What follows belongs to an exercise in optimizing a design on an open flow for small area and a short achievable clock period; a production flow would make more cautious choices.
The RTL was checked by simulation tests, not by an equivalence proof against the original design.
Power and IR drop assume default switching activity.

== JK ==
==> flow/design.v (excerpt) <==
module psum_accumulator #(
  parameter int T_D_SIZE = 37,
  parameter int O_D_SIZE = 16,
  parameter int F_WIDTH  = 5,
  parameter int LINE_LEN = 32
) (
  input  logic                       clk,
  input  logic                       rst,
  input  logic                       clk_en,
  input  logic [T_D_SIZE-1:0]        psum_i,
  input  logic                       psum_valid_i,
  output logic                       psum_ready_o,
  input  logic [T_D_SIZE-1:0]        bias_i,
  input  logic [4:0]                 shift_i,
  output logic [O_D_SIZE-1:0]        out_data_o,
  output logic                       out_valid_o,
  input  logic                       out_ready_i,
  output logic [$clog2(F_WIDTH)-1:0] pass_o,
  output logic                       row_done_o
);
export LEC_CHECK = 0
export ABC_AREA = 1
export CAP_MARGIN = 20
export CORE_MARGIN = 2
export CORE_UTILIZATION = 55
export SETUP_SLACK_MARGIN = 5
export SLEW_MARGIN = 20
export BUFFER_PORTS_ARGS = -buffer_cell sky130_fd_sc_hd__buf_2
export CTS_ARGS = -sink_clustering_enable -repair_clock_nets -sink_clustering_size 16 -sink_clustering_max_diameter 36 -buf_list {sky130_fd_sc_hd__clkbuf_4 sky130_fd_sc_hd__clkbuf_8} -dont_use_dummy_load
create_clock -name core_clock -period 9.0 [get_ports {clk}]
standard.sh (not shown) runs the stock make flow with config.mk's settings and CLKGATE_MAP_FILE= SYNTH_SCRIPT=/design/flow/synth_recipe.tcl, a recipe that flattens the netlist after the stock synthesis.
==> flow/flow/run.sh <==
#!/bin/bash
# Standard ORFS layout, with port buffers built from a plain buffer cell
# instead of the flow's default pick (a slow delay cell).
set -euo pipefail
cat flow/extra.mk >> config.mk
bash standard.sh > standard.log 2>&1
==> flow/flow/extra.mk <==
export BUFFER_PORTS_ARGS = -buffer_cell sky130_fd_sc_hd__buf_2
export CTS_ARGS = -sink_clustering_enable -repair_clock_nets -sink_clustering_size 16 -sink_clustering_max_diameter 36 -buf_list {sky130_fd_sc_hd__clkbuf_4 sky130_fd_sc_hd__clkbuf_8} -dont_use_dummy_load
JK: PASS, flow complete, no timing, DRC or antenna violations
Relative to JK, the following input files were edited for MS:
- swapping -sink_clustering_enable -repair_clock_nets -sink_clustering_size 16 -sink_clustering_max_diameter 36 -buf_list {sky130_fd_sc_hd__clkbuf_4 sky130_fd_sc_hd__clkbuf_8} -dont_use_dummy_load for -sink_clustering_enable -repair_clock_nets -sink_clustering_size 16 -sink_clustering_max_diameter 36 -buf_list sky130_fd_sc_hd__clkbuf_4 sky130_fd_sc_hd__clkbuf_8 -dont_use_dummy_load in CTS_ARGS
==> flow/flow/extra.mk <==
export BUFFER_PORTS_ARGS = -buffer_cell sky130_fd_sc_hd__buf_2
export CTS_ARGS = -sink_clustering_enable -repair_clock_nets -sink_clustering_size 16 -sink_clustering_max_diameter 36 -buf_list sky130_fd_sc_hd__clkbuf_4 sky130_fd_sc_hd__clkbuf_8 -dont_use_dummy_load
==> results.txt <==
Stage in which a tool error killed MS: clock tree synthesis (4_1_cts). Reported for MS and JK, HPWL after detailed placement turned out identical to the last digit. JK -> MS: count of distinct cell types in the synthesized netlist delta 0, exact match. Comparing MS against JK, there is no change at all in number of enable-type register cells in the synthesized netlist. Comparing JK against MS, there is no change at all in post-synth design cell area. JK → MS: die extent in y now sits at about the same level; area of placed instances now sits at about the same level; number of rows created at floorplan now sits at about the same level. From JK to MS, area share of and/or/nand/nor cells after synthesis did not move at all. Diff MS..JK | I/O pin total | unchanged.
Relative to MS, the following input files were edited for AL:
- a change of CTS_ARGS from -sink_clustering_enable -repair_clock_nets -sink_clustering_size 16 -sink_clustering_max_diameter 36 -buf_list sky130_fd_sc_hd__clkbuf_4 sky130_fd_sc_hd__clkbuf_8 -dont_use_dummy_load to -sink_clustering_enable -repair_clock_nets -sink_clustering_size 20 -sink_clustering_max_diameter 40 -buf_list sky130_fd_sc_hd__clkbuf_8 -dont_use_dummy_load
==> flow/flow/extra.mk <==
export BUFFER_PORTS_ARGS = -buffer_cell sky130_fd_sc_hd__buf_2
export CTS_ARGS = -sink_clustering_enable -repair_clock_nets -sink_clustering_size 20 -sink_clustering_max_diameter 40 -buf_list sky130_fd_sc_hd__clkbuf_8 -dont_use_dummy_load
Results
Diff MS..AL | synthesized area | negligible
Comparing AL against MS, there is no change at all in average instance area after synthesis.
Starting utilization of the core area came out exactly the same in AL and MS.
AL ran to completion and came out clean on the timing, design-rule and antenna checks.
Compared with MS, in AL synthesized cell count roughly the same; width of the chip held steady; xor and xnor area share after synthesis level.
Inputs modified between AL and TR:
- SETUP_SLACK_MARGIN changed from 5 to 4.85
- CTS_ARGS changed from -sink_clustering_enable -repair_clock_nets -sink_clustering_size 20 -sink_clustering_max_diameter 40 -buf_list sky130_fd_sc_hd__clkbuf_8 -dont_use_dummy_load to -sink_clustering_enable -repair_clock_nets -sink_clustering_size 18 -sink_clustering_max_diameter 70 -buf_list sky130_fd_sc_hd__clkbuf_8 -dont_use_dummy_load
==> flow/flow/run.sh <==
#!/bin/bash
# Standard ORFS layout with three changes to how it is made:
#  - port buffers use a plain buffer cell (flow/extra.mk) instead of the
#    flow's default pick, a slow delay cell;
#  - the clock tree uses clkbuf_8 sink clusters of up to 18 flip-flops and no
#    dummy loads (flow/extra.mk);
#  - synthesis leaves full and half adders to ABC as plain logic instead of
#    mapping them to the slow sky130 fa/ha cells (ADDER_MAP_FILE empty).
#    Registers are untouched: this only changes the combinational mapping.
set -euo pipefail
cat flow/extra.mk >> config.mk
bash standard.sh ADDER_MAP_FILE= finish > standard.log 2>&1
==> flow/flow/extra.mk <==
export BUFFER_PORTS_ARGS = -buffer_cell sky130_fd_sc_hd__buf_2
export CTS_ARGS = -sink_clustering_enable -repair_clock_nets -sink_clustering_size 18 -sink_clustering_max_diameter 70 -buf_list sky130_fd_sc_hd__clkbuf_8 -dont_use_dummy_load
Notes after the runs:
Per the final summary, TR finished and its layout is clean on timing, DRC and antenna.
Looking only at combinational group share of total power, and setting everything else aside, the higher value of TR and AL goes to AL.
Delta (TR minus AL): sequential share of layout area increased by 2.4 points relative to the old numbers; synthesized area increased by about 1.2% relative to the old numbers.
[inputs] PW vs TR
- SETUP_SLACK_MARGIN changed from 4.85 to 5
- BUFFER_PORTS_ARGS changed from -buffer_cell sky130_fd_sc_hd__buf_2 to -buffer_cell sky130_fd_sc_hd__buf_1
==> flow/flow/run.sh <==
#!/bin/bash
# Standard ORFS layout, with port buffers built from a plain buffer cell
# instead of the flow's default pick (a slow delay cell).
set -euo pipefail
cat flow/extra.mk >> config.mk
bash standard.sh > standard.log 2>&1
==> flow/flow/extra.mk <==
export BUFFER_PORTS_ARGS = -buffer_cell sky130_fd_sc_hd__buf_1
export CTS_ARGS = -sink_clustering_enable -repair_clock_nets -sink_clustering_size 18 -sink_clustering_max_diameter 70 -buf_list sky130_fd_sc_hd__clkbuf_8 -dont_use_dummy_load
==> results.txt <==
Compared with TR, PW shows total area of multi-input combinational cells that has gone up by a little under 10%.
Run comparison: TR kind of critical path primary input to primary output; PW kind of critical path primary input to register
Taking PW over TR, the number of inverters outside the clock class in the layout ratio works out to 1.13.
Going from TR to PW, share of power burned in combinational logic rose 6.8 points; power consumed by combinational cells increased by 38% relative to the old numbers; maximum frequency saw an increase.
Via count of the first global-routing pass of PW falls short of that of TR by a few percent.

-- re-timing with driven ports --
The results above use ideal ports. As a check the final layouts listed here were re-extracted and re-timed, cells and wires unchanged.
Step 1 (the two cells are an assumption about what drives the block):
set clk [get_ports {clk}]
set_driving_cell -lib_cell sky130_fd_sc_hd__clkbuf_16 $clk
set_driving_cell -lib_cell sky130_fd_sc_hd__buf_2 [delete_from_list [all_inputs] $clk]
Step 2 times the ports against the registers' clock, not the clock port: input delays grow and output delays shrink by t, the midpoint of the rising clock arrivals with the driver on.
a / b / c = ideal ports / drivers / drivers and shift; a / b = the first two.
| run | shift t [ns] | setup WS [ns] | worst setup path at the end | clock arrival spread, ns |
|---|---|---|---|---|
| JK | 0.836 | 4.949 / 4.910 / 4.279 | input to register | 0.102 / 0.102 |
| AL | 0.819 | 4.934 / 4.867 / 4.229 | input to register | 0.129 / 0.129 |
| TR | 0.747 | 4.900 / 4.879 / 4.354 | input to register | 0.120 / 0.120 |
| PW | 0.721 | 4.971 / 4.913 / 4.284 | input to register | 0.109 / 0.109 |
After both steps every run listed still meets setup and hold. For AL, which loses most, drivers alone change the setup slack by -0.067 ns; drivers and shift together by -0.705 ns.
